Background: an optimization exercise with open tools, aiming at small area. Do not read the settings as production practice.
The RTL was checked by simulation tests, not by an equivalence proof against the original design.
Power and IR drop assume default switching activity.

**design/flow/design.v**
```verilog
package laser_log_pkg;
	typedef struct packed {
		logic signed [16-1:0] adc0;
		logic signed [16-1:0] adc1;
	} adc_sample_t;
	typedef struct packed {
		logic                   wr;    
		logic [16-1:0] data;  
	} fifo_wr_t;
	typedef struct packed {
		logic [16-3-1:0] dropped;  
		logic [3-1:0]             din;
	} status_t;
	typedef struct packed {
		logic [16-1:0]  diff;    
		logic [16-1:0]  adc1;    
		logic [16-1:0]  adc0;    
		status_t                status;  
		logic [16-1:0] seq_hi;  
		logic [16-1:0] seq_lo;  
	} frame_fields_t;
	typedef union packed {
		logic [6-1:0][16-1:0] words;
		frame_fields_t                                 fields;
	} log_frame_u;
endpackage
`timescale 1ns/1ps
module ext_clk_conditioner (
	input  logic clk1,
	input  logic arst_n,
	input  logic ext_clk_pin,  
	output logic ext_tick      
);
	localparam int SYNC = 4;
	logic [SYNC-1:0] sync_q;  
	logic            fall_q;  
	always_ff @(posedge clk1 or negedge arst_n) begin
		if (!arst_n) begin
			sync_q   <= '0;
			fall_q   <= 1'b0;
			ext_tick <= 1'b0;
		end else begin
			sync_q   <= {sync_q[SYNC-2:0], ext_clk_pin};  
			fall_q   <= sync_q[SYNC-1] & ~sync_q[SYNC-2];  
			ext_tick <= fall_q;
		end
	end
endmodule
`timescale 1ns/1ps
module frame_logger #(
	parameter int DEPTH = 64  
) (
	input  logic                          clk1,
	input  logic                          arst_n,
	input  logic                          ext_tick,
	input  logic [3-1:0]         din,
	input  laser_log_pkg::adc_sample_t    adc,
	input  logic [$clog2(DEPTH):0]        level,    
	output logic                          start,    
	output logic [3*16-1:0]      rec,      
	output logic                          wr        
);
	localparam int CNT_W  = $clog2(DEPTH) + 1;
	localparam int NWORDS = 6;
	localparam int DROP_W = 16 - 3;
	logic [3-1:0] din_q;    
	logic [DROP_W-1:0]     dropped;  
	logic [2:0]            wcnt;     
	logic                  busy;
	logic                  room;
	logic                  skip;
	assign busy  = (wcnt != 3'd0);
	assign room  = (level <= CNT_W'(DEPTH - NWORDS));
	assign start = ext_tick & ~busy & room;
	assign skip  = ext_tick & ~start;
	assign wr    = busy;
	assign rec   = {dropped, din_q, adc.adc0, adc.adc1};
	always_ff @(posedge clk1)
		din_q <= din;
	always_ff @(posedge clk1 or negedge arst_n) begin
		if (!arst_n) begin
			dropped <= '0;
			wcnt    <= '0;
		end else begin
			dropped <= dropped + DROP_W'(skip && dropped != '1);  
			if (start)
				wcnt <= 3'(NWORDS);
			else if (busy)
				wcnt <= wcnt - 1'b1;
		end
	end
endmodule
`timescale 1ns/1ps
module word_fifo #(
	parameter int DEPTH = 64
) (
	input  logic                       clk1,
	input  logic                       arst_n,
	input  logic                       start,   
	input  logic [3*16-1:0]   rec,
	input  logic                       wr,      
	input  logic                       pop,     
	output logic [16-1:0]     shown,   
	output logic                       empty,
	output logic [$clog2(DEPTH):0]     level    
);
	localparam int CNT_W = $clog2(DEPTH) + 1;
	localparam int W     = 16;
	localparam int RW    = 3 * W;
	logic [RW-1:0]    ring [3][3];
	logic [RW-1:0]    stage_q;   
	logic             stage_v;
	logic [RW-1:0]    head_q;    
	logic             head_v;
	logic [1:0]       phase;     
	logic [1:0]       w_cls, w_slot;  
	logic [1:0]       r_cls, r_slot;  
	logic             ring_full;  
	logic             ring_any;   
	logic [2:0]       rd_idx;    
	logic [2*W-1:0]   rd_seq;    
	logic [CNT_W-1:0] count;
	logic             pull;
	logic             last;      
	logic             want;      
	logic             take_st;   
	logic             take_rg;   
	logic             ins;       
	logic [RW-1:0]    tap;
	assign empty = (count == '0);
	assign level = count;
	assign pull  = pop & ~empty;
	assign last  = pull & (rd_idx == 3'd5);
	assign ring_any = ring_full | (w_cls != r_cls) | (w_slot != r_slot);
	assign want     = ~head_v;
	assign take_rg  = want & ring_any & (phase == r_slot);
	assign take_st  = want & ~ring_any & stage_v;
	assign ins      = stage_v & ~take_st & (~ring_full | take_rg) & (phase == w_slot);
	assign tap = ({RW{take_st}} & stage_q) |
	             ({RW{take_rg & (r_cls == 2'd0)}} & ring[0][0]) |
	             ({RW{take_rg & (r_cls == 2'd1)}} & ring[1][0]) |
	             ({RW{take_rg & (r_cls == 2'd2)}} & ring[2][0]);
	assign shown = ({W{rd_idx == 3'd1}} & rd_seq[W-1:0]) |
	               ({W{rd_idx == 3'd2}} & rd_seq[2*W-1:W]) |
	               ({W{rd_idx == 3'd3}} & head_q[3*W-1:2*W]) |
	               ({W{rd_idx == 3'd4}} & head_q[2*W-1:W]) |
	               ({W{rd_idx == 3'd5}} & head_q[W-1:0]) |
	               ({W{rd_idx == 3'd0}} & (head_q[2*W-1:W] - head_q[W-1:0]));
	always_ff @(posedge clk1) begin
		for (int r = 0; r < 3; r++) begin
			ring[r][0] <= ring[r][1];
			ring[r][1] <= ring[r][2];
			ring[r][2] <= (ins && w_cls == 2'(r)) ? stage_q : ring[r][0];
		end
		if (start)
			stage_q <= rec;
		if (take_st || take_rg)
			head_q <= tap;
	end
	always_ff @(posedge clk1 or negedge arst_n) begin
		if (!arst_n) begin
			phase   <= '0;
			stage_v <= 1'b0;
			head_v  <= 1'b0;
			w_cls   <= '0;
			w_slot  <= '0;
			r_cls   <= '0;
			r_slot  <= '0;
			ring_full <= 1'b0;
			rd_idx  <= '0;
			rd_seq  <= '0;
			count   <= '0;
		end else begin
			phase <= ((phase == 2'd2) ? 2'd0 : phase + 2'd1);
			if (start)
				stage_v <= 1'b1;
			else if (ins || take_st)
				stage_v <= 1'b0;
			if (ins || take_st) begin
				w_cls <= ((w_cls == 2'd2) ? 2'd0 : w_cls + 2'd1);
				if (w_cls == 2'd2)
					w_slot <= ((w_slot == 2'd2) ? 2'd0 : w_slot + 2'd1);
			end
			if (take_rg || take_st) begin
				r_cls <= ((r_cls == 2'd2) ? 2'd0 : r_cls + 2'd1);
				if (r_cls == 2'd2)
					r_slot <= ((r_slot == 2'd2) ? 2'd0 : r_slot + 2'd1);
			end
			if (take_rg || take_st)
				head_v <= 1'b1;
			else if (last)
				head_v <= 1'b0;
			if (take_rg && !ins)
				ring_full <= 1'b0;
			else if (ins && !take_rg)
				ring_full <= ({((w_cls == 2'd2) ? ((w_slot == 2'd2) ? 2'd0 : w_slot + 2'd1) : w_slot),
				               ((w_cls == 2'd2) ? 2'd0 : w_cls + 2'd1)} == {r_slot, r_cls});
			rd_seq <= rd_seq + (2*W)'(last);
			if (last)
				rd_idx <= '0;
			else
				rd_idx <= rd_idx + 3'(pull);
			count <= count + {{(CNT_W-1){pull & ~wr}}, wr ^ pull};  
		end
	end
endmodule
`timescale 1ns/1ps
module host_pipe_port (
	input  logic                   clk1,
	input  logic                   arst_n,
	input  logic                   pipe_read,      
	input  logic [16-1:0] shown,          
	input  logic                   empty,
	output logic                   pop,
	output logic [16-1:0] pipe_data,
	output logic                   pipe_valid,     
	output logic                   pipe_empty,
	output logic                   pipe_underrun   
);
	assign pop        = pipe_read & ~empty;  
	assign pipe_empty = empty;
	assign pipe_data  = shown;  
	always_ff @(posedge clk1 or negedge arst_n) begin
		if (!arst_n) begin
			pipe_valid    <= 1'b0;
			pipe_underrun <= 1'b0;
		end else begin
			pipe_valid <= pop;  
			if (pipe_read && empty)
				pipe_underrun <= 1'b1;
		end
	end
endmodule
`timescale 1ns/1ps
module laser_log_top #(
	parameter int DEPTH = 64
) (
	input  logic                       clk1,
	input  logic                       arst_n,
	input  logic                       ext_clk_pin,
	input  logic [3-1:0]      din,
	input  logic [2*16-1:0]    adc,            
	input  logic                       pipe_read,
	output logic [16-1:0]     pipe_data,
	output logic                       pipe_valid,
	output logic                       pipe_empty,
	output logic                       pipe_underrun
);
	logic                       ext_tick;
	logic                       start;
	logic [3*16-1:0]   rec;
	logic                       wr;
	logic [$clog2(DEPTH):0]     level;
	logic [16-1:0]     shown;
	logic                       empty;
	logic                       pop;
	laser_log_pkg::adc_sample_t adc_s;
	assign adc_s = adc;
	ext_clk_conditioner u_ext_clk (
		.clk1        (clk1),
		.arst_n      (arst_n),
		.ext_clk_pin (ext_clk_pin),
		.ext_tick    (ext_tick)
	);
	frame_logger #(.DEPTH(DEPTH)) u_logger (
		.clk1     (clk1),
		.arst_n   (arst_n),
		.ext_tick (ext_tick),
		.din      (din),
		.adc      (adc_s),
		.level    (level),
		.start    (start),
		.rec      (rec),
		.wr       (wr)
	);
	word_fifo #(.DEPTH(DEPTH)) u_fifo (
		.clk1   (clk1),
		.arst_n (arst_n),
		.start  (start),
		.rec    (rec),
		.wr     (wr),
		.pop    (pop),
		.shown  (shown),
		.empty  (empty),
		.level  (level)
	);
	host_pipe_port u_pipe (
		.clk1          (clk1),
		.arst_n        (arst_n),
		.pipe_read     (pipe_read),
		.shown         (shown),
		.empty         (empty),
		.pop           (pop),
		.pipe_data     (pipe_data),
		.pipe_valid    (pipe_valid),
		.pipe_empty    (pipe_empty),
		.pipe_underrun (pipe_underrun)
	);
endmodule
```
**design/flow/flow/run.sh**
```bash
#!/bin/bash
# The standard layout (standard.sh) with three changes:
#  - synthesis maps logic with an area-oriented ABC script (flow/synth.tcl);
#  - clock tree synthesis inserts no dummy loads and clusters up to 26 flops;
#  - the port buffers are plain buf_1 cells.
# make's full output goes to make.log, each step's log to orfs/logs/.
set -euo pipefail
export FLOW_SYNTH_TCL="$PWD/synth_recipe.tcl"
export AREA_ABC_SCRIPT="$PWD/flow/area.abc"
bash standard.sh finish \
	"SYNTH_SCRIPT=$PWD/flow/synth.tcl" \
	"CTS_ARGS=-sink_clustering_enable -repair_clock_nets -dont_use_dummy_load -sink_clustering_size 26 -sink_clustering_max_diameter 100" \
	"BUFFER_PORTS_ARGS=-inputs -outputs -buffer_cell sky130_fd_sc_hd__buf_1" \
	> make.log 2>&1
```
**design/flow/flow/area.abc**
```
strash
dc2
dc2
dch -f
amap -A 20 -F 4
topo
```
**design/flow/flow/synth.tcl**
```tcl
# The standard synthesis script, with ABC's technology mapping run on an
# area script (flow/area.abc) in place of ORFS's speed script. Registers are
# mapped before ABC runs, so they keep the standard synthesis's names and cells.
proc abc {args} {
	set i [lsearch -exact $args -script]
	if {$i >= 0} {
		set args [lreplace $args [expr {$i + 1}] [expr {$i + 1}] $::env(AREA_ABC_SCRIPT)]
	}
	yosys abc {*}$args
}
source $::env(FLOW_SYNTH_TCL)
```
**design/flow/standard.sh**
```bash
#!/bin/bash
# synth_recipe.tcl (not shown) runs the flow's synth.tcl, then flattens the netlist and writes it again
# the make line also repeats each setting of config.mk as NAME=value (left out here)
make -C /OpenROAD-flow-scripts/flow DESIGN_CONFIG=/design/flow/config.mk WORK_HOME=/design/flow/orfs CLKGATE_MAP_FILE= SYNTH_SCRIPT=/design/flow/synth_recipe.tcl "${@:-finish}"
```
**design/flow/config.mk**
```make
export PLATFORM = sky130hd
export DESIGN_NAME = laser_log_top
export DESIGN_NICKNAME = laser_log_top
export VERILOG_FILES = /design/flow/design.v
export SDC_FILE = /design/flow/constraint.sdc
export NUM_CORES = 4
export LEC_CHECK = 0
export CAP_MARGIN = 20
export CORE_MARGIN = 2
export CORE_UTILIZATION = 65
export SLEW_MARGIN = 20
```
**design/flow/constraint.sdc**
```tcl
create_clock -name core_clock -period 8.0 [get_ports {clk1}]
set_input_delay 1.6000 -clock core_clock [delete_from_list [all_inputs] [get_ports {clk1}]]
set_output_delay 1.6000 -clock core_clock [all_outputs]
set_load 0.01 [all_outputs]
```
==> results.tsv, run 1 <==
metric	value	unit
drv_slew	0	
synthFlopType	dfxtp_1	
hold_viol_final	0	
die-area	29530	sq um
drive_above_1_share	4.342	%
cts.path.max_buffers	3	
tns	0	ns
power_density	357.5	nW/um^2
utilization	71.61	%
status	timing/DRC/antenna clean	
synth_top_family_by_area	compound AO/OA/AOI/OAI gates	
endpoint_kind	flop	
synth_edf_count	96	
nets	1544	
total_power	7.113	mW
cts_num_sinks	610	
leakage	7.707	nW
synth_common_cells	435 x dfxtp_1, 144 x o22a_1, 125 x nand2_1, 100 x clkinv_1, 96 x edfxtp_1	
antenna_found_initial	1	
yosys.area_share.simple	6.314	%
num_rows	61	
numCtsBuffers	27	
synthMuxAreaShare	0	%
crit_top_cell	nor3_1	
cpPeakStageDelay	0.33	ns
critical_path_arrival	6.91	ns
syn_nets	1439	
cts_tree	built	
via_per_inst	5.931	
port_buffers	57	
final_cells	1852	
finClkSkew	0.04069	ns
grt_pass1_wl	58090	um
cts_root_buf	clkbuf_16	
hold_path_class	flop to flop	
dp_hpwl	21970	um
area_growth_syn_to_layout	8.665	%
cts_htree_levels	1	
route.detailed.drc	0	
slew_headroom	39.57	%
finalSetupViolCount	0	
clkLatencyLatePin	0.58	ns
ioPinCount	58	
drt_first_iter_violations	1109	
synth_compound_area_share	15.44	%
critPathRequiredTime	8.51	ns
min_period_over_period	79.94	%
dr.pass1.iters	6	
num_vias	10985	
fin_crit	6.395	ns
synth_most_common_cell	dfxtp_1	
post-cts-setup-buffers	0	
max-vdd-ir-drop	0.0002616	V
detail-route-antenna-nets	0	
synthCells	1371	
async_flop_share	12.95	%
grtUsageTotal	25.52	%
grt_max_degree	80	
synth_warnings	5	
grt_pass1_vias	10697	
synth-adder-area-share	2.023	%
synth.distinct_cells	38	
fmax	156.4	MHz
final_area	19900	sq um
tightest_slew	0.9054	ns
critPathLaunchType	primary input	
start_util	65.90	%
gp_congestion	0.8862	
path_clk_slew	0.09	ns
drt-wirelength-per-cell	19.99	um
die_w	171.8	um
rsz0062_at_grt	no	
yosys_register_bits	610	
synth_area	18310	sq um
dp_cells	1825	
synth.largest_area_cell	dfxtp_1	
core	27780	sq um
yosysSeqAreaShare	74.11	%
wirelength	37020	um
dp_slack	1.065	ns
avgSynthCellArea	13.35	sq um
whs	0.2950	ns
worst-path-max-fanout	5	
cp_top_family	simple AND/OR/NAND/NOR gates	
path_class	primary input to flop	
path_buf_inv	8	
drv_cap	0	
synth_xor_xnor_area_share	0.04784	%
place_area	19210	sq um
cts-resized-gates	0	
crit_path_top_delay_cell	nor2b_1	
diodes	0	
layout_setup_ws	1.605	ns
yosysTopAreaCellShare	47.56	%
hold_buffers	0	
grt-ovfl-total	0	
synth_area_leaders	dfxtp_1 48%, edfxtp_1 16%, dfrtp_1 11%	
dieHeight	171.8	um
metal layers:
| layer | vias up | global-route usage (%) | wire length (um) |
|---|---|---|---|
| li1 | 5222 | - | - |
| met1 | 5397 | 37.09 | 17080 |
| met2 | 311 | 41.45 | 17030 |
| met3 | 53 | 3.083 | 2068 |
| met4 | 2 | 6.211 | 832 |
| met5 | - | 0 | 13 |
logic make-up (layout without fill, tap and decap cells):
kind of cell             count (synthesis)  after routing
AO/OA/AOI/OAI                          351            351
adder cells (fa/ha/maj)                 29             29
buffers and inverters                  101            204
AND/OR/NAND/NOR                        279            279
XOR/XNOR                                 1              1
flip-flops                             610            610
registers in the layout (all words and copies together) (netlist names), 3 cells and up:
register,count
u_logger.dropped,13
u_fifo.stage_q,48
u_ext_clk.sync_q,4
u_fifo.head_q,48
u_fifo.rd_seq,32
u_fifo.rd_idx,3
u_logger.wcnt,3
u_fifo.ring,432
u_fifo.count,7
u_logger.din_q,3
final cells by class:
type	count	area (sq um)
multi-input combinational	660	4431
inverter	100	376.6
sequential	610	13570
fill	1976	7886
timing repair buffer	77	371.6
tap	378	473.0
clock buffer	27	675.6
path summary, 6_finish.rpt:
check	start	to	slack, ns	depth (start not counted)
worst max-delay path	pipe_read	u_fifo.rd_seq[30]$_DFF_PN0_	1.60	29
worst min-delay path	u_fifo.ring[7][15]$_DFF_P_	u_fifo.ring[6][15]$_DFF_P_	0.30	0
worst max register to register	u_fifo.rd_idx[0]$_DFF_PN0_	u_fifo.rd_seq[30]$_DFF_PN0_	1.63	30
min in group asynchronous	arst_n	u_fifo.rd_seq[26]$_DFF_PN0_	1.21	2
worst min register to register	u_fifo.ring[7][15]$_DFF_P_	u_fifo.ring[6][15]$_DFF_P_	0.30	0
max in group asynchronous	arst_n	u_fifo.rd_seq[19]$_DFF_PN0_	6.28	2
layout by cell type (no fill, tap or decap), drive strengths merged, types with 5 or more instances in the layout:
master / Yosys / final
clkinv: 100 / 97
o221ai: 5 / 5
nor2: 93 / 93
nor4: 6 / 6
o211ai: 10 / 10
a222oi: 63 / 63
buf: 1 / 76
dfxtp: 435 / 435
o21ai: 21 / 21
and3: 8 / 8
ha: 28 / 28
a21oi: 38 / 38
nand2: 125 / 125
nor2b: 7 / 7
o22a: 144 / 144
edfxtp: 96 / 96
nand3: 9 / 9
nor3: 27 / 27
dfrtp: 79 / 79
clkbuf: 0 / 28
a21o: 12 / 12
a22oi: 22 / 22
o22ai: 16 / 16
power by group:
group / internal [mW] / leakage, nW / switching, mW
combinational: 0.597 / 1.98 / 0.872
sequential: 3.83 / 5.40 / 0.362
clock: 0.603 / 0.333 / 0.845
==> run 2, diff against run 1 <==
==> design/flow/flow/run.sh (replaced) <==
#!/bin/bash
# The standard layout (standard.sh) with three changes:
#  - synthesis maps logic with an area-oriented ABC script (flow/synth.tcl);
#  - clock tree synthesis inserts no dummy loads and clusters up to 8 flops
#    under clkbuf_4 leaf buffers;
#  - the port buffers are plain buf_1 cells.
# make's full output goes to make.log, each step's log to orfs/logs/.
set -euo pipefail
export FLOW_SYNTH_TCL="$PWD/synth_recipe.tcl"
export AREA_ABC_SCRIPT="$PWD/flow/area.abc"
bash standard.sh finish \
	"SYNTH_SCRIPT=$PWD/flow/synth.tcl" \
	"CTS_ARGS=-sink_clustering_enable -repair_clock_nets -dont_use_dummy_load -sink_clustering_size 8 -sink_clustering_max_diameter 50 -buf_list sky130_fd_sc_hd__clkbuf_4" \
	"BUFFER_PORTS_ARGS=-inputs -outputs -buffer_cell sky130_fd_sc_hd__buf_1" \
	> make.log 2>&1
==> run 2 against run 1 <==
  * Maximum frequency shrank 0.79%
  * Highest routed layer is now met4
  * Clock skew grew 0.043 ns
  * Final area shrank 0.14%
  * Synthesized area is the same
  * Clock power shrank 3%
  * Sequential share of layout area grew 0.094 points
  * Still clean on timing, DRC and antenna
  * Count of clock-buffer cells in the layout grew 59
==> results.tsv, run 2 <==
metric	value	unit
status	timing/DRC/antenna clean	
avgSynthCellArea	13.35	sq um
route.detailed.drc	0	
hold_viol_final	0	
cts-resized-gates	0	
total_power	7.061	mW
syn_nets	1439	
synth_common_cells	435 x dfxtp_1, 144 x o22a_1, 125 x nand2_1, 100 x clkinv_1, 96 x edfxtp_1	
regMostFlops	u_fifo.ring	
leakage	7.770	nW
num_rows	61	
synth_area	18310	sq um
grt_util_met2	41.92	%
grt.met1_usage	36.96	%
drive_above_1_share	8.023	%
fill_cells	2015	
layout_setup_ws	1.554	ns
crit_top_cell	nor2_1	
synth.distinct_cells	38	
worst-path-max-fanout	3	
synth_edf_count	96	
final_cells	1912	
path_class	flop to primary output	
start_util	65.90	%
drt-wirelength-per-cell	19.77	um
largest_reg_flops	432	
yosysTopAreaCellShare	47.56	%
utilization	71.51	%
synth_most_common_cell	dfxtp_1	
cts.path.max_buffers	3	
p_sw_share	30.23	%
yosys_register_bits	610	
num_vias	11254	
intPower	4.926	mW
finClkSkew	0.08413	ns
critPathRequiredTime	6.40	ns
port_buffers	57	
gp_congestion	0.8862	
layout_common_cells	435 x dfxtp_1, 144 x o22a_1, 125 x nand2_1	
async_flop_share	12.95	%
crit_path_top_delay_cell	o311ai_0	
hold_path_class	flop to flop	
detail-route-antenna-nets	0	
cts_root_buf	clkbuf_4	
endpoint_kind	primary output	
tightest_slew	0.9230	ns
clkLatencyLatePin	0.74	ns
cpPeakStageDelay	0.72	ns
min_period_over_period	80.58	%
synth_area_leaders	dfxtp_1 48%, edfxtp_1 16%, dfrtp_1 11%	
tns	0	ns
met3_usage	4.418	%
fin_crit	6.446	ns
antenna_found_initial	1	
dr.pass1.iters	8	
final_common_cell	dfxtp_1	
p_switching	2.134	mW
cts_htree_levels	3	
power_density	355.4	nW/um^2
grt_max_degree	80	
pwr-share-clk	19.8	%
critical_path_arrival	4.85	ns
grt.busiest_layer	met2	
drt_first_iter_violations	1087	
grt_pass1_wl	59610	um
rsz0062_at_grt	no	
fmax	155.1	MHz
ioPinCount	58	
yosysSeqAreaShare	74.11	%
grt_pass1_vias	11267	
hold_buffers	0	
power_frac_seq	59.4	%
pwr-share-comb	20.8	%
critPathLaunchType	flop	
dp_cells	1825	
via_per_inst	5.886	
drv_slew	0	
die_w	171.8	um
slew_headroom	38.40	%
synthFlopType	dfxtp_1	
cts_num_sinks	610	
wirelength	37790	um
finalSetupViolCount	0	
path_clk_slew	0.09	ns
dp_hpwl	21970	um
top_regs	u_fifo.ring: 432 flops, u_fifo.head_q: 48 flops, u_fifo.stage_q: 48 flops	
numCtsBuffers	86	
drv_cap	0	
max-vdd-ir-drop	0.0002110	V
die-area	29530	sq um
synthCells	1371	
grtUsageTotal	26.42	%
post-cts-setup-buffers	0	
final_area	19870	sq um
dp_slack	1.065	ns
nets	1603	
place_area	19210	sq um
whs	0.2945	ns
synth_warnings	5	
synth.largest_area_cell	dfxtp_1	
area_growth_syn_to_layout	8.515	%
cts_tree	built	
grt-ovfl-total	0	
r2r_slack	1.59	ns
dieHeight	171.8	um
core	27780	sq um
-- run 2: path summary, 6_finish.rpt --
path	end	start	depth (start not counted)
max in group asynchronous	u_fifo.rd_seq[14]$_DFF_PN0_	arst_n	2
worst min-delay path	u_fifo.ring[1][35]$_DFF_P_	u_fifo.ring[2][35]$_DFF_P_	0
worst min register to register	u_fifo.ring[1][35]$_DFF_P_	u_fifo.ring[2][35]$_DFF_P_	0
worst max register to register	u_fifo.rd_seq[30]$_DFF_PN0_	u_fifo.rd_idx[0]$_DFF_PN0_	30
min in group asynchronous	u_fifo.rd_seq[4]$_DFF_PN0_	arst_n	2
worst max-delay path	pipe_data[14]	u_fifo.head_q[16]$_DFFE_PN_	30
-- run 2: logic make-up (layout without fill, tap and decap cells) --
family          after synthesis  after routing  synth area share (%)
flops                       610            610                 74.11
compound gates              351            351                 15.44
simple gates                279            279                 6.315
buf+inv                     101            263                 2.071
fa+ha+maj                    29             29                 2.023
xor+xnor                      1              1               0.04785
other cells                   0              1                     0
-- run 2: final cells by class --
cell class	count	area, sq um	share of cell area (%)
Timing Repair Buffer	77	371.6	1.870
Sequential cell	610	13570	68.29
Multi-Input combinational cell	660	4431	22.30
Antenna cell	1	2.502	0.01260
Clock buffer	86	645.6	3.250
Inverter	100	376.6	1.896
Tap cell	378	473.0	2.381
-- run 2: critical path, delay by kind of cell (launching register included) --
kind | cells | cell delay [ns]
buffers and inverters | 3 | 0.36
flip-flops | 1 | 0.42
AND/OR/NAND/NOR | 23 | 1.98
adder cells (fa/ha/maj) | 2 | 0.54
AO/OA/AOI/OAI | 2 | 0.87
-- run 2: power groups by stage --
stage / logic (mW) / clock network (mW) / registers (mW)
after floorplan: 1.04 / 0 / 4.11
after global placement: 1.42 / 0 / 4.23
after detailed placement: 1.46 / 0 / 4.25
after CTS: 1.47 / 1.45 / 4.19
after global routing: 1.64 / 1.57 / 4.26
final: 1.47 / 1.40 / 4.19
-- run 2: routing by layer --
metal,vias to the layer above,share of wire (%)
li1,5362,-
met1,5496,46
met2,329,46
met3,67,6.1
met4,0,2.1
met5,-,0
==> run 3, diff against run 2 <==
==> design/flow/flow/run.sh (replaced) <==
#!/bin/bash
# The standard layout (standard.sh) with three changes:
#  - synthesis maps logic with an area-oriented ABC script (flow/synth.tcl);
#  - clock tree synthesis inserts no dummy loads and clusters up to 10 flops
#    under clkbuf_4 leaf buffers;
#  - the port buffers are plain buf_1 cells.
# make's full output goes to make.log, each step's log to orfs/logs/.
set -euo pipefail
export FLOW_SYNTH_TCL="$PWD/synth_recipe.tcl"
export AREA_ABC_SCRIPT="$PWD/flow/area.abc"
bash standard.sh finish \
	"SYNTH_SCRIPT=$PWD/flow/synth.tcl" \
	"CTS_ARGS=-sink_clustering_enable -repair_clock_nets -dont_use_dummy_load -sink_clustering_size 10 -sink_clustering_max_diameter 60 -buf_list sky130_fd_sc_hd__clkbuf_4" \
	"BUFFER_PORTS_ARGS=-inputs -outputs -buffer_cell sky130_fd_sc_hd__buf_1" \
	> make.log 2>&1
==> run 3 against run 2 <==
  * Count of clock-buffer cells in the layout down 16
  * Clock power decreased by 9%
  * Still clean
  * Routed wire length fell by 0.33%
  * Final cell count is 0.84% lower
==> results.tsv, run 3 <==
metric	value	unit
status	timing/DRC/antenna clean	
synth_top_family_by_area	compound AO/OA/AOI/OAI gates	
finalSetupViolCount	0	
r2r_slack	1.57	ns
synthFlopType	dfxtp_1	
top_regs	u_fifo.ring: 432 flops, u_fifo.head_q: 48 flops, u_fifo.stage_q: 48 flops	
max-vdd-ir-drop	0.0001948	V
place_area	19210	sq um
leakage	7.696	nW
critPathRequiredTime	8.60	ns
yosysTopAreaCellShare	47.56	%
synthCells	1371	
drive_above_1_share	7.053	%
drv_cap	0	
antenna_found_initial	2	
min_period_over_period	80.40	%
dp_hpwl	21970	um
dp_cells	1825	
hold_path_class	flop to flop	
cts_htree_levels	3	
grt_max_degree	80	
ioPinCount	58	
num_vias	11147	
synth-adder-area-share	2.023	%
endpoint_kind	flop	
grt_pass1_vias	11138	
start_util	65.90	%
synth_edf_count	96	
critical_path_arrival	7.03	ns
finClkSkew	0.07132	ns
grt_pass1_wl	59260	um
cts.path.max_buffers	3	
whs	0.3027	ns
dp_slack	1.065	ns
synth.distinct_cells	38	
final_cells	1896	
drt_first_iter_violations	994	
layout_setup_ws	1.568	ns
drv_slew	0	
drt-wirelength-per-cell	19.87	um
synth_compound_area_share	15.44	%
yosysSeqAreaShare	74.11	%
path_class	flop to flop	
clkLatencyLatePin	0.72	ns
cts_tree	built	
largest_reg_flops	432	
regMostFlops	u_fifo.ring	
final_common_cell	dfxtp_1	
yosys_register_bits	610	
hold_buffers	0	
grt-ovfl-total	0	
synth_xor_xnor_area_share	0.04784	%
core	27780	sq um
worst-path-max-fanout	14	
area_growth_syn_to_layout	7.859	%
tns	0	ns
cts_num_sinks	610	
syn_nets	1439	
numCtsBuffers	70	
fin_crit	6.432	ns
hold_viol_final	0	
synth_area_leaders	dfxtp_1 48%, edfxtp_1 16%, dfrtp_1 11%	
synth_area	18310	sq um
tightest_slew	0.9073	ns
async_flop_share	12.95	%
dr.pass1.iters	6	
die-area	29530	sq um
rsz0062_at_grt	no	
synth_common_cells	435 x dfxtp_1, 144 x o22a_1, 125 x nand2_1, 100 x clkinv_1, 96 x edfxtp_1	
cts_root_buf	clkbuf_4	
post-cts-setup-buffers	0	
fill_cells	2034	
die_w	171.8	um
wirelength	37670	um
cpPeakStageDelay	0.50	ns
layout_common_cells	435 x dfxtp_1, 144 x o22a_1, 125 x nand2_1	
path_clk_slew	0.11	ns
avgSynthCellArea	13.35	sq um
route.detailed.drc	0	
crit_path_top_delay_cell	dfrtp_1	
detail-route-antenna-nets	0	
synth.largest_area_cell	dfxtp_1	
slew_headroom	39.44	%
fmax	155.5	MHz
via_per_inst	5.879	
synth_most_common_cell	dfxtp_1	
cts-resized-gates	0	
nets	1587	
port_buffers	57	
critPathLaunchType	flop	
synth_warnings	5	
gp_congestion	0.8862	
num_rows	61	
dieHeight	171.8	um
yosys.area_share.simple	6.314	%
power_density	351.5	nW/um^2
final_area	19750	sq um
grtUsageTotal	26.24	%
synthMuxAreaShare	0	%
run 3: cell counts after synthesis:
Identical to the previous run, type by type.
run 3: through the flow:
stage / power [mW] / util [%]
floorplan: 5.150 / -
global placement: 5.648 / 69.14
detailed placement: 5.709 / 69.16
CTS: 6.985 / 71.05
global route: 7.346 / 71.08
finish: 6.940 / 71.08
run 3: path summary, 6_finish.rpt:
| kind | cells after the start | end | from |
|---|---|---|---|
| max | 30 | u_fifo.rd_seq[30]$_DFF_PN0_ | u_fifo.rd_idx[0]$_DFF_PN0_ |
| min | 0 | u_fifo.ring[1][35]$_DFF_P_ | u_fifo.ring[2][35]$_DFF_P_ |
| max reg2reg | 30 | u_fifo.rd_seq[30]$_DFF_PN0_ | u_fifo.rd_idx[0]$_DFF_PN0_ |
| min reg2reg | 0 | u_fifo.ring[1][35]$_DFF_P_ | u_fifo.ring[2][35]$_DFF_P_ |
| max in group asynchronous | 2 | u_fifo.rd_seq[16]$_DFF_PN0_ | arst_n |
| min in group asynchronous | 2 | u_fifo.rd_seq[26]$_DFF_PN0_ | arst_n |
run 3: logic make-up (layout without fill, tap and decap cells):
group / after synthesis / in the layout
AOI/OAI and AO/OA: 351 / 351
xor gates and xnor gates: 1 / 1
adders and majority gates: 29 / 29
buffers and inverters: 101 / 247
DFF: 610 / 610
other: 0 / 1
and+or+nand+nor: 279 / 279
run 3: metal layers:
metal | GRT usage (%) | up-vias | wire length, um
met3 | 4.648 | 69 | 2311
li1 | - | 5323 | -
met4 | 8.988 | 2 | 840
met1 | 36.99 | 5378 | 17190
met2 | 41.54 | 375 | 17310
met5 | 0 | - | 18
run 3: worst max-delay path: cells and delay by family (launching register included):
family / cells / cell delay, ns
buffers and inverters: 9 / 1.37
adder cells (fa/ha/maj): 2 / 0.43
AND/OR/NAND/NOR: 18 / 3.96
AO/OA/AOI/OAI: 1 / 0.11
flip-flops: 1 / 0.50
run 3: power by group:
| part | total, mW | internal (mW) | switching (mW) |
|---|---|---|---|
| sequential | 4.20 | 3.83 | 0.361 |
| clock | 1.28 | 0.406 | 0.872 |
| combinational | 1.47 | 0.597 | 0.871 |
run 3: final cells by class:
cell class | count | area, sq um | area share, %
repair buffers | 77 | 371.6 | 1.882
well taps | 378 | 473.0 | 2.395
inverters | 100 | 376.6 | 1.907
flip-flops and latches | 610 | 13570 | 68.71
multi-input cells | 660 | 4431 | 22.44
clock buffers | 70 | 525.5 | 2.661
diodes | 1 | 2.502 | 0.01267
==> run 4, diff against run 3 <==
--- a/design/flow/design.v
+++ b/design/flow/design.v
@@ -56,10 +56,9 @@
 	input  logic [3-1:0]         din,
 	input  laser_log_pkg::adc_sample_t    adc,
-	input  logic [$clog2(DEPTH):0]        level,    
+	input  logic                          room,     
 	output logic                          start,    
 	output logic [3*16-1:0]      rec,      
-	output logic                          wr        
-);
-	localparam int CNT_W  = $clog2(DEPTH) + 1;
+	output logic [2:0]                    wleft     
+);
 	localparam int NWORDS = 6;
 	localparam int DROP_W = 16 - 3;
@@ -68,11 +67,9 @@
 	logic [2:0]            wcnt;     
 	logic                  busy;
-	logic                  room;
 	logic                  skip;
 	assign busy  = (wcnt != 3'd0);
-	assign room  = (level <= CNT_W'(DEPTH - NWORDS));
 	assign start = ext_tick & ~busy & room;
 	assign skip  = ext_tick & ~start;
-	assign wr    = busy;
+	assign wleft = wcnt;
 	assign rec   = {dropped, din_q, adc.adc0, adc.adc1};
 	always_ff @(posedge clk1)
@@ -99,11 +96,10 @@
 	input  logic                       start,   
 	input  logic [3*16-1:0]   rec,
-	input  logic                       wr,      
+	input  logic [2:0]                 wleft,   
 	input  logic                       pop,     
 	output logic [16-1:0]     shown,   
 	output logic                       empty,
-	output logic [$clog2(DEPTH):0]     level    
-);
-	localparam int CNT_W = $clog2(DEPTH) + 1;
+	output logic                       room     
+);
 	localparam int W     = 16;
 	localparam int RW    = 3 * W;
@@ -120,5 +116,5 @@
 	logic [2:0]       rd_idx;    
 	logic [2*W-1:0]   rd_seq;    
-	logic [CNT_W-1:0] count;
+	logic [3:0]       live;      
 	logic             pull;
 	logic             last;      
@@ -128,6 +124,7 @@
 	logic             ins;       
 	logic [RW-1:0]    tap;
-	assign empty = (count == '0);
-	assign level = count;
+	assign empty = (live == 4'd0) | ((live == 4'd1) & (4'(rd_idx) + 4'(wleft) == 4'd6));
+	assign room  = (live <= 4'((DEPTH - 6) / 6)) |
+	               ((live == 4'((DEPTH - 6) / 6 + 1)) & (rd_idx >= 3'(6 - (DEPTH - 6) % 6)));  
 	assign pull  = pop & ~empty;
 	assign last  = pull & (rd_idx == 3'd5);
@@ -170,5 +167,5 @@
 			rd_idx  <= '0;
 			rd_seq  <= '0;
-			count   <= '0;
+			live    <= '0;
 		end else begin
 			phase <= ((phase == 2'd2) ? 2'd0 : phase + 2'd1);
@@ -201,5 +198,5 @@
 			else
 				rd_idx <= rd_idx + 3'(pull);
-			count <= count + {{(CNT_W-1){pull & ~wr}}, wr ^ pull};  
+			live <= live + {{3{last & ~start}}, start ^ last};  
 		end
 	end
@@ -250,6 +247,6 @@
 	logic                       start;
 	logic [3*16-1:0]   rec;
-	logic                       wr;
-	logic [$clog2(DEPTH):0]     level;
+	logic [2:0]                 wleft;
+	logic                       room;
 	logic [16-1:0]     shown;
 	logic                       empty;
@@ -269,8 +266,8 @@
 		.din      (din),
 		.adc      (adc_s),
-		.level    (level),
+		.room     (room),
 		.start    (start),
 		.rec      (rec),
-		.wr       (wr)
+		.wleft    (wleft)
 	);
 	word_fifo #(.DEPTH(DEPTH)) u_fifo (
@@ -279,9 +276,9 @@
 		.start  (start),
 		.rec    (rec),
-		.wr     (wr),
+		.wleft  (wleft),
 		.pop    (pop),
 		.shown  (shown),
 		.empty  (empty),
-		.level  (level)
+		.room   (room)
 	);
 	host_pipe_port u_pipe (
==> run 4 against run 3 <==
  * Clock skew grew 0.0072 ns
  * Critical path depth grew 7
  * Routed wire length grew 0.74%
  * Global-route usage grew 0.13 points
  * Count of clock-buffer cells in the layout is the same
  * Register-to-register slack lost 0.58 ns
  * First-iteration DRC count grew 4.2%
  * Non-clock buffer count shrank 1
  * Hold slack lost 0.015 ns
  * Die area shrank 0.35%
  * Worst setup slack lost 0.58 ns
  * Via count shrank 0.13%
  * Critical path type unchanged
  * Largest cell class unchanged
==> results.tsv, run 4 <==
metric	value	unit
syn_nets	1428	
final_common_cell	dfxtp_1	
grtUsageTotal	26.38	%
core	27710	sq um
dp_slack	0.3900	ns
rsz0062_at_grt	no	
area_growth_syn_to_layout	8.087	%
yosysSeqAreaShare	73.96	%
regMostFlops	u_fifo.ring	
synth.largest_area_cell	dfxtp_1	
p_switching	1.975	mW
ff_latch_area	13490	sq um
cpPeakStageDelay	0.48	ns
drv_cap	0	
place_area	19140	sq um
num_rows	61	
route.detailed.drc	0	
fin_crit	7.013	ns
grt_pass1_wl	58440	um
synth_most_common_cell	dfxtp_1	
drt-wirelength-per-cell	20.20	um
final_area	19720	sq um
max-vdd-ir-drop	0.0001799	V
tightest_slew	0.9275	ns
critPathRequiredTime	8.54	ns
tns	0	ns
synth_warnings	5	
hold_path_class	flop to flop	
ioPinCount	58	
crit_top_cell	clkinv_1	
cts-resized-gates	0	
wirelength	37950	um
finClkSkew	0.07847	ns
endpoint_kind	flop	
hold_viol_final	0	
power_frac_seq	61.1	%
drive_above_1_share	7.667	%
grt_max_degree	77	
clkLatencyLatePin	0.72	ns
cts_tree	built	
async_flop_share	12.52	%
drt_first_iter_violations	1036	
cts.path.max_buffers	3	
fmax	142.6	MHz
cts_num_sinks	607	
critPathLaunchType	flop	
finalSetupViolCount	0	
power_density	333.3	nW/um^2
yosysTopAreaCellShare	47.74	%
yosys_register_bits	607	
synthCells	1355	
layout_setup_ws	0.9874	ns
start_util	65.84	%
synth.distinct_cells	38	
detail-route-antenna-nets	0	
die_w	171.5	um
pwr-share-clk	19.4	%
num_vias	11132	
via_per_inst	5.924	
pwr-share-comb	19.5	%
synth_common_cells	435 x dfxtp_1, 144 x o22a_1, 121 x nand2_1, 106 x clkinv_1, 96 x edfxtp_1	
p_sw_share	30.05	%
min_period_over_period	87.66	%
top_regs	u_fifo.ring: 432 flops, u_fifo.head_q: 48 flops, u_fifo.stage_q: 48 flops	
utilization	71.17	%
drv_slew	0	
synthFlopType	dfxtp_1	
path_class	flop to flop	
dieHeight	171.5	um
synth_edf_count	96	
port_buffers	57	
largest_reg_flops	432	
synth_area_leaders	dfxtp_1 48%, edfxtp_1 16%, dfrtp_1 10%	
synth_area	18240	sq um
multi_input_comb_area	4461	sq um
path_clk_slew	0.11	ns
layout_common_cells	435 x dfxtp_1, 144 x o22a_1, 120 x nand2_1	
dp_hpwl	22000	um
antenna_found_initial	1	
status	timing/DRC/antenna clean	
post-cts-setup-buffers	0	
cts_htree_levels	3	
crit_path_top_delay_cell	dfrtp_1	
grt-ovfl-total	0	
cts_root_buf	clkbuf_4	
die-area	29420	sq um
numCtsBuffers	70	
worst-path-max-fanout	6	
fill_cells	1978	
dr.pass1.iters	8	
gp_congestion	0.8502	
avgSynthCellArea	13.46	sq um
intPower	4.597	mW
grt_pass1_vias	10719	
critical_path_arrival	7.55	ns
slew_headroom	38.16	%
leakage	7.635	nW
nets	1575	
total_power	6.572	mW
hold_buffers	0	
-- run 4: path summary, 6_finish.rpt --
kind                            slack, ns                  startpoint  depth (start not counted)                             to
worst max-delay path                 0.99  u_fifo.rd_idx[0]$_DFF_PN0_                         37    u_fifo.rd_seq[30]$_DFF_PN0_
worst min-delay path                 0.29  u_fifo.ring[1][18]$_DFF_P_                          0     u_fifo.ring[0][18]$_DFF_P_
max in group asynchronous            6.53                      arst_n                          1  u_logger.dropped[3]$_DFF_PN0_
worst max register to register       0.99  u_fifo.rd_idx[0]$_DFF_PN0_                         37    u_fifo.rd_seq[30]$_DFF_PN0_
min in group asynchronous            0.94                      arst_n                          1     u_fifo.rd_seq[1]$_DFF_PN0_
worst min register to register       0.29  u_fifo.ring[1][18]$_DFF_P_                          0     u_fifo.ring[0][18]$_DFF_P_
-- run 4: through the flow --
| stage | std cells | hold slack, ns |
|---|---|---|
| 2_1_floorplan | 1355 | 0.3096 |
| 3_3_place_gp | 1808 | 0.3098 |
| 3_5_place_dp | 1808 | 0.3121 |
| 4_1_cts | 1878 | 0.2581 |
| 5_1_grt | 1879 | 0.2934 |
| 6_report | 1879 | 0.2872 |
-- run 4: logic make-up after synthesis --
logic type      Yosys count  synth area share [%]
buf+inv                 107                 2.202
xor+xnor                  2               0.09604
fa+ha+maj                34                 2.455
compound gates          342                 15.38
simple gates            263                 5.905
flops                   607                 73.96
-- run 4: critical path, delay by kind of cell, from the launching register on --
kind,cells,cell delay [ns]
flip-flops,1,0.48
adder cells (fa/ha/maj),4,1.08
AO/OA/AOI/OAI,3,0.31
AND/OR/NAND/NOR,19,3.67
buffers and inverters,11,1.34
-- run 4: per-layer routing --
| layer | track usage, % | vias up | part of all wire (%) |
|---|---|---|---|
| met5 | 0 | - | 0 |
| met4 | 10.43 | 0 | 3.0 |
| met3 | 5.131 | 83 | 6.7 |
| met2 | 40.28 | 375 | 45 |
| met1 | 37.56 | 5404 | 45 |
| li1 | - | 5270 | - |
-- run 4: cell type report --
class,instances,area share [%]
Multi-Input combinational cell,641,22.62
Sequential cell,607,68.43
Clock buffer,70,2.665
Inverter,106,2.024
Tap cell,378,2.399
Timing Repair Buffer,76,1.847
Antenna cell,1,0.01269
-- run 4: power by group through the flow --
stage	combinational, mW	sequential (mW)	clock [mW]
CTS	1.28	4.02	1.32
detailed placement	1.28	4.08	0
global placement	1.24	4.05	0
floorplan	0.880	3.95	0
global route	1.44	4.07	1.44
finish	1.28	4.01	1.27
==> run 5, diff against run 4 <==
==> design/flow/flow/run.sh (replaced) <==
#!/bin/bash
# The standard layout (standard.sh) with three changes:
#  - synthesis maps logic with an area-oriented ABC script (flow/synth.tcl);
#  - clock tree synthesis inserts no dummy loads and clusters up to 8 flops
#    under clkbuf_4 leaf buffers;
#  - the port buffers are plain buf_1 cells.
# make's full output goes to make.log, each step's log to orfs/logs/.
set -euo pipefail
export FLOW_SYNTH_TCL="$PWD/synth_recipe.tcl"
export AREA_ABC_SCRIPT="$PWD/flow/area.abc"
bash standard.sh finish \
	"SYNTH_SCRIPT=$PWD/flow/synth.tcl" \
	"CTS_ARGS=-sink_clustering_enable -repair_clock_nets -dont_use_dummy_load -sink_clustering_size 8 -sink_clustering_max_diameter 50 -buf_list sky130_fd_sc_hd__clkbuf_4" \
	"BUFFER_PORTS_ARGS=-inputs -outputs -buffer_cell sky130_fd_sc_hd__buf_1" \
	> make.log 2>&1
==> run 5 against run 4 <==
  * Power up 1.8%
  * Count of clock-buffer cells in the layout is 15 higher
  * Combinational power about the same
  * Worst setup slack got worse by 0.039 ns
  * Via count is 1.3% higher
  * Core utilization is 0.43 points higher
  * Routed wire length up 0.75%
  * Register-to-register slack lost 0.04 ns
  * Maximum frequency is 0.55% lower
  * First-iteration DRC count did not move
  * Clock power up 9%
==> results.tsv, run 5 <==
metric	value	unit
status	timing/DRC/antenna clean	
grt-ovfl-total	0	
grt_max_degree	77	
cts_num_sinks	607	
fill_cells	1943	
dr.pass1.iters	8	
endpoint_kind	flop	
path_class	flop to flop	
wirelength	38230	um
ioPinCount	58	
leakage	7.703	nW
p_sw_share	30.05	%
synth_area	18240	sq um
wl_met3	2834	um
num_rows	61	
async_flop_share	12.52	%
total_power	6.693	mW
largest_reg_flops	432	
critPathLaunchType	flop	
synth.largest_area_cell	dfxtp_1	
synth_warnings	5	
crit_path_top_delay_cell	dfrtp_1	
synthFlopType	dfxtp_1	
cts-resized-gates	0	
layout_common_cells	435 x dfxtp_1, 144 x o22a_1, 120 x nand2_1	
die-area	29420	sq um
drt_first_iter_violations	1036	
min_period_over_period	88.14	%
grt_pass1_vias	10863	
cts_tree	built	
pwr-share-comb	19.3	%
cp_top_family	simple AND/OR/NAND/NOR gates	
cts.path.max_buffers	3	
grt_pass1_wl	58820	um
nets	1590	
tightest_slew	0.9164	ns
crit_cells	37	
pwr-share-clk	20.8	%
final_cells	1899	
dp_hpwl	22000	um
intPower	4.682	mW
hold_viol_final	0	
detail-route-antenna-nets	0	
critical_path_arrival	7.61	ns
regMostFlops	u_fifo.ring	
num_vias	11274	
numCtsBuffers	85	
dieHeight	171.5	um
synthCells	1355	
synth_edf_count	96	
cts_root_buf	clkbuf_4	
dp_cells	1808	
cpPeakStageDelay	0.47	ns
slew_headroom	38.91	%
rr_worst_depth	37	
yosysSeqAreaShare	73.96	%
drv_cap	0	
yosys_register_bits	607	
final_common_cell	dfxtp_1	
worst-path-max-fanout	6	
finClkSkew	0.06750	ns
die_w	171.5	um
finalSetupViolCount	0	
crit_top_cell	clkinv_1	
m1WireLength	17140	um
route.detailed.drc	0	
p_switching	2.011	mW
start_util	65.84	%
area_growth_syn_to_layout	8.745	%
hold_buffers	0	
path_clk_slew	0.10	ns
gp_congestion	0.8502	
clkLatencyLatePin	0.72	ns
drt-wirelength-per-cell	20.13	um
path_buf_inv	11	
wl_met2	17020	um
whs	0.2846	ns
synth_area_leaders	dfxtp_1 48%, edfxtp_1 16%, dfrtp_1 10%	
yosysTopAreaCellShare	47.74	%
antenna_found_initial	2	
avgSynthCellArea	13.46	sq um
synth.distinct_cells	38	
power_frac_seq	60.0	%
min_path_cells	0	
drive_above_1_share	8.515	%
fmax	141.8	MHz
grtUsageTotal	26.57	%
critPathRequiredTime	8.56	ns
cts_htree_levels	3	
core	27710	sq um
via_per_inst	5.937	
max-vdd-ir-drop	0.0001732	V
top_regs	u_fifo.ring: 432 flops, u_fifo.head_q: 48 flops, u_fifo.stage_q: 48 flops	
power_density	337.4	nW/um^2
drv_slew	0	
fin_crit	7.051	ns
top_layer	met4	
utilization	71.60	%
synth_most_common_cell	dfxtp_1	
hold_path_class	flop to flop	
syn_nets	1428	
synth_common_cells	435 x dfxtp_1, 144 x o22a_1, 121 x nand2_1, 106 x clkinv_1, 96 x edfxtp_1	
post-cts-setup-buffers	0	
port_buffers	57	
tns	0	ns
-- run 5: kinds of logic after synthesis --
group                    synth area share [%]
flip-flops                              73.96
buffers and inverters                   2.202
AO/OA/AOI/OAI                           15.38
XOR/XNOR                              0.09604
AND/OR/NAND/NOR                         5.905
adder cells (fa/ha/maj)                 2.455
-- run 5: path summary, 6_finish.rpt --
path / startpoint / to / slack, ns
worst max-delay path: u_fifo.rd_idx[0]$_DFF_PN0_ / u_fifo.rd_seq[30]$_DFF_PN0_ / 0.95
worst min-delay path: u_fifo.ring[2][13]$_DFF_P_ / u_fifo.ring[1][13]$_DFF_P_ / 0.28
worst max register to register: u_fifo.rd_idx[0]$_DFF_PN0_ / u_fifo.rd_seq[30]$_DFF_PN0_ / 0.95
worst min register to register: u_fifo.ring[2][13]$_DFF_P_ / u_fifo.ring[1][13]$_DFF_P_ / 0.28
max in group asynchronous: arst_n / u_fifo.rd_seq[16]$_DFF_PN0_ / 6.56
min in group asynchronous: arst_n / u_logger.dropped[8]$_DFF_PN0_ / 0.93
-- run 5: metal layers --
| layer | vias to the layer above | track usage (%) |
|---|---|---|
| met2 | 445 | 40.39 |
| met3 | 85 | 5.338 |
| met5 | - | 0 |
| met4 | 0 | 11.46 |
| li1 | 5315 | - |
| met1 | 5429 | 37.50 |
-- run 5: power by group through the flow --
stage	logic, mW	clock network [mW]	registers, mW
3_5_place_dp	1.28	0	4.08
5_1_grt	1.44	1.55	4.07
2_1_floorplan	0.880	0	3.95
4_1_cts	1.28	1.43	4.02
6_report	1.29	1.39	4.01
3_3_place_gp	1.24	0	4.05
-- run 5: cell type report --
class,instances,area (sq um),share of cell area [%]
sequential,607,13490,68.02
multi-input combinational,641,4456,22.46
timing repair buffer,76,364.1,1.835
tap,378,473.0,2.384
inverter,106,399.1,2.012
antenna,6,15.01,0.07569
clock buffer,85,638.1,3.217
-- run 5: stage by stage --
step           worst slack, ns  instance area, sq um
6_report                0.9487                 19840
5_1_grt               -0.05975                 19840
4_1_cts                 0.4800                 19780
3_5_place_dp            0.3900                 19140
3_3_place_gp            0.4921                 19140
2_1_floorplan            1.041                 18240
==> run 6, diff against run 5 <==
--- a/design/flow/flow/run.sh
+++ b/design/flow/flow/run.sh
@@ -1,5 +1,6 @@
 #!/bin/bash
 # The standard layout (standard.sh) with three changes:
-#  - synthesis maps logic with an area-oriented ABC script (flow/synth.tcl);
+#  - synthesis maps logic with an area-oriented ABC script and leaves
+#    adders to ABC (flow/synth.tcl);
 #  - clock tree synthesis inserts no dummy loads and clusters up to 8 flops
 #    under clkbuf_4 leaf buffers;
==> design/flow/flow/synth.tcl (replaced) <==
# The standard synthesis script with two changes to the mapping of the
# logic between registers: ABC runs an area script (flow/area.abc) in place of
# ORFS's speed script, and adders are left to ABC instead of being extracted
# into full/half-adder cells first. Registers are mapped as in the standard
# synthesis, so they keep its names and cells.
proc abc {args} {
	set i [lsearch -exact $args -script]
	if {$i >= 0} {
		set args [lreplace $args [expr {$i + 1}] [expr {$i + 1}] $::env(AREA_ABC_SCRIPT)]
	}
	yosys abc {*}$args
}
proc extract_fa {args} {
	puts "extract_fa skipped: adders are mapped by ABC"
}
source $::env(FLOW_SYNTH_TCL)
==> run 6 against run 5 <==
  * Flip-flop and latch count did not move
  * Sequential power is 14% higher
  * Sequential share of layout area rose by 1.9 points
  * Global-route usage up 0.41 points
  * Die area is 2.3% lower
  * Clock power hardly changed
  * Routed wire length down 0.24%
  * Largest cell class unchanged
==> results.tsv, run 6 <==
metric	value	unit
grt_max_degree	77	
min_period_over_period	89.82	%
syn_nets	1360	
cts_htree_levels	3	
yosysSeqAreaShare	75.78	%
synth-adder-area-share	0	%
regMostFlops	u_fifo.ring	
synth.largest_area_cell	dfxtp_1	
top_layer	met4	
m1WireLength	17190	um
yosys.area_share.simple	6.297	%
async_flop_share	12.52	%
wl_met2	17660	um
synth_xor_xnor_area_share	0	%
synth_area_leaders	dfxtp_1 49%, edfxtp_1 16%, dfrtp_1 11%	
synth_area	17800	sq um
synthCells	1321	
route.detailed.drc	0	
slew_headroom	35.73	%
finalSetupViolCount	0	
top_regs	u_fifo.ring: 432 flops, u_fifo.head_q: 48 flops, u_fifo.stage_q: 48 flops	
dp_cells	1742	
ff_latch_area	13490	sq um
total_power	7.360	mW
final_common_cell	dfxtp_1	
drive_above_1_share	8.277	%
cts.path.max_buffers	3	
crit_path_top_delay_cell	edfxtp_1	
reg2reg_from	u_fifo.rd_idx[0]$_DFF_PN0_	
synth.distinct_cells	36	
drv_slew	0	
fill_cells	1909	
num_vias	11121	
die_w	169.5	um
leakage	7.618	nW
drt-wirelength-per-cell	20.86	um
critical_path_arrival	5.59	ns
via_per_inst	6.084	
start_util	66.06	%
wirelength	38140	um
min_from	u_fifo.ring[8][42]$_DFF_P_	
die-area	28730	sq um
synth_compound_area_share	16.17	%
utilization	71.65	%
ioPinCount	58	
synth_common_cells	435 x dfxtp_1, 144 x o22a_1, 119 x nand2_1, 96 x edfxtp_1, 95 x nor2_1	
yosysTopAreaCellShare	48.91	%
largest_reg_flops	432	
area_growth_syn_to_layout	8.461	%
antenna_found_initial	1	
power_density	381.1	nW/um^2
cts_tree	built	
gp_congestion	0.8554	
crit_top_cell	o21ai_0	
grt_pass1_vias	11148	
synth_most_common_cell	dfxtp_1	
startpoint	u_fifo.head_q[17]$_DFFE_PN_	
hold_path_class	flop to flop	
grt-ovfl-total	0	
synth_warnings	5	
hold_buffers	0	
fin_crit	7.185	ns
synth_edf_count	96	
critPathLaunchType	flop	
dp_slack	1.096	ns
dp_hpwl	22430	um
endpoint_kind	primary output	
nets	1527	
grtUsageTotal	26.98	%
path_clk_slew	0.10	ns
avgSynthCellArea	13.48	sq um
final_area	19310	sq um
dieHeight	169.5	um
wl_met3	2191	um
layout_setup_ws	0.8146	ns
finClkSkew	0.09301	ns
num_rows	60	
status	timing/DRC/antenna clean	
cts_root_buf	clkbuf_4	
drt_first_iter_violations	1119	
fmax	139.2	MHz
cpPeakStageDelay	0.35	ns
synthFlopType	dfxtp_1	
core	26950	sq um
layout_common_cells	435 x dfxtp_1, 144 x o22a_1, 118 x nand2_1	
place_area	18660	sq um
tightest_slew	0.9640	ns
numCtsBuffers	85	
dr.pass1.iters	6	
final_cells	1828	
path_class	flop to primary output	
synthMuxAreaShare	0	%
drv_cap	0	
detail-route-antenna-nets	0	
max-vdd-ir-drop	0.0002234	V
multi_input_comb_area	4049	sq um
yosys_register_bits	607	
synth_top_family_by_area	compound AO/OA/AOI/OAI gates	
cts_num_sinks	607	
critPathRequiredTime	6.40	ns
worst-path-max-fanout	4	
port_buffers	57	
grt_pass1_wl	59490	um
clkLatencyLatePin	0.73	ns
hold_viol_final	0	
## run 6: through the flow
stage                 TNS (ns)  hold WS, ns
CTS                          0       0.2432
finish                       0       0.2513
global route        -0.0007874       0.2675
floorplan                    0       0.3096
detailed placement           0       0.3121
global placement             0       0.3096
## run 6: critical path: cells and delay by family (launching register included)
kind	cells	cell delay, ns
simple gates	4	0.39
buf+inv	2	0.30
flops	1	0.35
compound gates	27	3.79
## run 6: routing by layer
metal  up-vias  GRT usage (%)
li1       5205              -
met1      5429          37.61
met2       403          42.72
met3        84          4.454
met4         0          11.00
met5         -              0
## run 6: kinds of logic after synthesis
kind of cell	count (synthesis)
flip-flops	607
AO/OA/AOI/OAI	367
AND/OR/NAND/NOR	264
buffers and inverters	83
## run 6: path summary, 6_finish.rpt
path / endpoint / slack [ns] / depth (start not counted)
worst max-delay path: pipe_data[15] / 0.81 / 33
worst min-delay path: u_fifo.ring[7][42]$_DFF_P_ / 0.25 / 0
worst max register to register: u_fifo.rd_seq[31]$_DFF_PN0_ / 1.16 / 40
worst min register to register: u_fifo.ring[7][42]$_DFF_P_ / 0.25 / 0
max in group asynchronous: u_logger.dropped[9]$_DFF_PN0_ / 6.28 / 1
min in group asynchronous: u_logger.dropped[4]$_DFF_PN0_ / 1.04 / 1
## run 6: area by class of cell
type                       count  area share [%]
timing repair buffer          80           2.022
inverter                      83           1.613
tap                          341           2.209
sequential                   607           69.87
multi-input combinational    631           20.97
antenna                        1         0.01296
clock buffer                  85           3.304
## run 6: where the power goes
group / internal (mW) / total (mW) / switching, mW
Combinational: 0.582 / 1.40 / 0.820
Sequential: 4.12 / 4.58 / 0.455
Clock: 0.490 / 1.38 / 0.893
## run 6: repair_timing
action / CTS / global route
setup buffers: 0 / 0
hold endpoints to repair: 0 / 0
resized for setup: 0 / 6
endpoints found under the setup margin: 0 / 2
==> run 7, diff against run 6 <==
==> design/flow/flow/run.sh (replaced) <==
#!/bin/bash
# The standard layout (standard.sh) with three changes:
#  - synthesis maps logic with an area-oriented ABC script and leaves
#    adders to ABC (flow/synth.tcl);
#  - clock tree synthesis inserts no dummy loads and clusters up to 10 flops
#    under clkbuf_4 leaf buffers;
#  - the port buffers are plain buf_1 cells.
# make's full output goes to make.log, each step's log to orfs/logs/.
set -euo pipefail
export FLOW_SYNTH_TCL="$PWD/synth_recipe.tcl"
export AREA_ABC_SCRIPT="$PWD/flow/area.abc"
bash standard.sh finish \
	"SYNTH_SCRIPT=$PWD/flow/synth.tcl" \
	"CTS_ARGS=-sink_clustering_enable -repair_clock_nets -dont_use_dummy_load -sink_clustering_size 10 -sink_clustering_max_diameter 60 -buf_list sky130_fd_sc_hd__clkbuf_4" \
	"BUFFER_PORTS_ARGS=-inputs -outputs -buffer_cell sky130_fd_sc_hd__buf_1" \
	> make.log 2>&1
==> run 7 against run 6 <==
  * Die area did not move
  * Maximum frequency is 0.63% higher
  * Non-clock buffer count stayed put
  * Core utilization is 0.42 points lower
  * Critical endpoint unchanged
  * Final area shrank 0.58%
  * Final cell count shrank 0.82%
  * Hold slack better by 0.049 ns
  * Global-route usage is 0.19 points lower
==> results.tsv, run 7 <==
metric	value	unit
status	timing/DRC/antenna clean	
syn_nets	1360	
dp_hpwl	22430	um
fmax	140.0	MHz
area_growth_syn_to_layout	7.828	%
pwr-share-clk	17.6	%
clkLatencyLatePin	0.73	ns
endpoint_kind	primary output	
hold_path_class	flop to flop	
num_vias	11009	
drt_first_iter_violations	1156	
power_frac_seq	63.2	%
route.detailed.drc	0	
detail-route-antenna-nets	0	
slew_headroom	35.77	%
path_class	flop to primary output	
drive_above_1_share	7.342	%
final_common_cell	dfxtp_1	
leakage	7.549	nW
critical_path_arrival	5.54	ns
yosys_register_bits	607	
synth.largest_area_cell	dfxtp_1	
min_path_cells	0	
layout_common_cells	435 x dfxtp_1, 144 x o22a_1, 118 x nand2_1	
drt-wirelength-per-cell	20.84	um
synth_top_family_by_area	compound AO/OA/AOI/OAI gates	
yosysTopAreaCellShare	48.91	%
largest_reg_flops	432	
die_w	169.5	um
rr_worst_depth	40	
synthCells	1321	
numCtsBuffers	70	
cts_num_sinks	607	
async_flop_share	12.52	%
final_area	19200	sq um
path_clk_slew	0.12	ns
top_regs	u_fifo.ring: 432 flops, u_fifo.head_q: 48 flops, u_fifo.stage_q: 48 flops	
grt_pass1_vias	10994	
p_switching	2.138	mW
crit_top_cell	o21ai_0	
dp_cells	1742	
reg2reg_from	u_fifo.rd_idx[0]$_DFF_PN0_	
synth_most_common_cell	dfxtp_1	
synthFlopType	dfxtp_1	
r2r_end	u_fifo.rd_seq[31]$_DFF_PN0_	
intPower	5.106	mW
via_per_inst	6.072	
cp_top_family	compound AO/OA/AOI/OAI gates	
cts_htree_levels	3	
dieHeight	169.5	um
synth_compound_area_share	16.17	%
whs	0.3003	ns
r2r_slack	1.19	ns
max-vdd-ir-drop	0.0002117	V
antenna_found_initial	1	
dr.pass1.iters	6	
rsz0062_at_grt	no	
start_util	66.06	%
final_cells	1813	
grtUsageTotal	26.80	%
tns	0	ns
synth_area	17800	sq um
num_rows	60	
finalSetupViolCount	0	
grt_pass1_wl	59040	um
nets	1512	
yosysSeqAreaShare	75.78	%
synth_area_leaders	dfxtp_1 49%, edfxtp_1 16%, dfrtp_1 11%	
drv_slew	0	
regMostFlops	u_fifo.ring	
min_from	u_fifo.ring[8][41]$_DFF_P_	
synth_edf_count	96	
synth_xor_xnor_area_share	0	%
synth.distinct_cells	36	
crit_path_top_delay_cell	edfxtp_1	
wl_met3	2133	um
cts_root_buf	clkbuf_4	
hold_viol_final	0	
finClkSkew	0.07461	ns
core	26950	sq um
top_layer	met4	
cts_tree	built	
hold_end	u_fifo.ring[7][41]$_DFF_P_	
ioPinCount	58	
path_buf_inv	2	
synth-adder-area-share	0	%
tightest_slew	0.9634	ns
place_area	18660	sq um
p_sw_share	29.51	%
grt_max_degree	77	
cpPeakStageDelay	0.35	ns
avgSynthCellArea	13.48	sq um
cts.path.max_buffers	3	
synth_warnings	5	
pwr-share-comb	19.3	%
wirelength	37770	um
total_power	7.245	mW
port_buffers	57	
drv_cap	0	
worst-path-max-fanout	4	
synth_common_cells	435 x dfxtp_1, 144 x o22a_1, 119 x nand2_1, 96 x edfxtp_1, 95 x nor2_1	
min_period_over_period	89.26	%
critPathLaunchType	flop	
grt-ovfl-total	0	
yosys.area_share.simple	6.297	%
critPathRequiredTime	6.40	ns
fin_crit	7.141	ns
gp_congestion	0.8554	
m1WireLength	17080	um
power_density	377.4	nW/um^2
wl_met2	17360	um
synthMuxAreaShare	0	%
post-cts-setup-buffers	0	
die-area	28730	sq um
[run 7: changes by cell type in the layout (fill, tap and decap cells not counted)]
cell,delta
clkbuf_4,-15
o21ai_1,-1
o21ai_0,+1
[run 7: worst max-delay path by stage]
stage | startpoint | end | slack (ns) | cells past startpoint
CTS | u_fifo.head_q[17]$_DFFE_PN_ | pipe_data[15] | 0.61 | 33
finish | u_fifo.head_q[17]$_DFFE_PN_ | pipe_data[15] | 0.86 | 33
global placement | pipe_read | u_fifo.rd_seq[31]$_DFF_PN0_ | 1.31 | 35
floorplan | u_fifo.rd_idx[1]$_DFF_PN0_ | u_fifo.live[3]$_DFF_PN0_ | 0.36 | 13
detailed placement | pipe_read | u_fifo.rd_seq[31]$_DFF_PN0_ | 1.10 | 35
global route | u_fifo.head_q[17]$_DFFE_PN_ | pipe_data[15] | 0.008 | 33
[run 7: power groups by stage]
stage               combinational [mW]  sequential (mW)  clock [mW]
floorplan                        0.965             4.47           0
global placement                  1.34             4.59           0
detailed placement                1.38             4.63           0
CTS                               1.39             4.57        1.31
global route                      1.54             4.68        1.42
finish                            1.40             4.57        1.27
[run 7: area by class of cell]
class,instances,area [sq um]
inverter,83,311.5
fill,1895,7752
multi-input combinational,631,4049
antenna,1,2.502
clock buffer,70,525.5
tap,341,426.7
sequential,607,13490
timing repair buffer,80,390.4
[run 7: logic make-up (layout without fill, tap and decap cells)]
| family | Yosys count | in the layout |
|---|---|---|
| and+or+nand+nor | 264 | 264 |
| other | 0 | 1 |
| DFF | 607 | 607 |
| AOI/OAI and AO/OA | 367 | 367 |
| buffers and inverters | 83 | 233 |
[run 7: metal layers]
metal  up-vias  global-route usage (%)
li1       5181                       -
met1      5381                   37.26
met2       352                   42.70
met3        95                   4.408
met4         0                   10.55
met5         -                       0
[run 7: timing repair]
item	CTS	global route
endpoints found under the setup margin	0	1
resized for setup	0	5
hold buffers	0	0
[run 7: through the flow]
| stage | setup WS (ns) | utilization (%) |
|---|---|---|
| 3_3_place_gp | 1.309 | 69.25 |
| 6_report | 0.8595 | 71.23 |
| 4_1_cts | 0.6058 | 71.20 |
| 5_1_grt | 0.008317 | 71.23 |
| 3_5_place_dp | 1.096 | 69.25 |
| 2_1_floorplan | 0.3571 | - |

## afterwards: timing with drivers on the ports
How much do the figures lean on ideal ports? The routed layouts below were timed once more, with nothing changed but the port constraints. Step 1 (the two cells are an assumption about what drives the block):
set clk [get_ports {clk1}]
set_driving_cell -lib_cell sky130_fd_sc_hd__clkbuf_16 $clk
set_driving_cell -lib_cell sky130_fd_sc_hd__buf_2 [delete_from_list [all_inputs] $clk]
Step 2 also shifts input and output timing later by t, the mid clock arrival at the registers, as if the neighbouring blocks saw the same clock. Three values: ideal, step 1, step 2; two values: the first two.
run | shift t [ns] | setup slack, ns | worst hold slack (ns) | worst setup path at the end | worst data-port slew with drivers (ns)
run 1 | 0.610 | 1.605 / 1.623 / 1.013 | 0.295 / 0.295 / 0.295 | input to register | 0.04
run 2 | 0.731 | 1.554 / 1.506 / 0.941 | 0.294 / 0.294 / 0.294 | input to register | 0.04
run 3 | 0.729 | 1.568 / 1.568 / 0.938 | 0.303 / 0.303 / 0.303 | input to register | 0.04
run 4 | 0.712 | 0.987 / 0.987 / 0.839 | 0.287 / 0.287 / 0.287 | input to register | 0.04
run 5 | 0.738 | 0.949 / 0.949 / 0.790 | 0.285 / 0.285 / 0.285 | input to register | 0.04
run 6 | 0.735 | 0.815 / 0.767 / 0.960 | 0.251 / 0.251 / 0.251 | input to register | 0.04
run 7 | 0.732 | 0.859 / 0.816 / 0.990 | 0.300 / 0.300 / 0.300 | input to register | 0.04
After both steps every run listed still meets setup and hold. The setup slack of run 3, which loses most, moves by 0.000 ns with the drivers and by -0.630 ns with both steps.
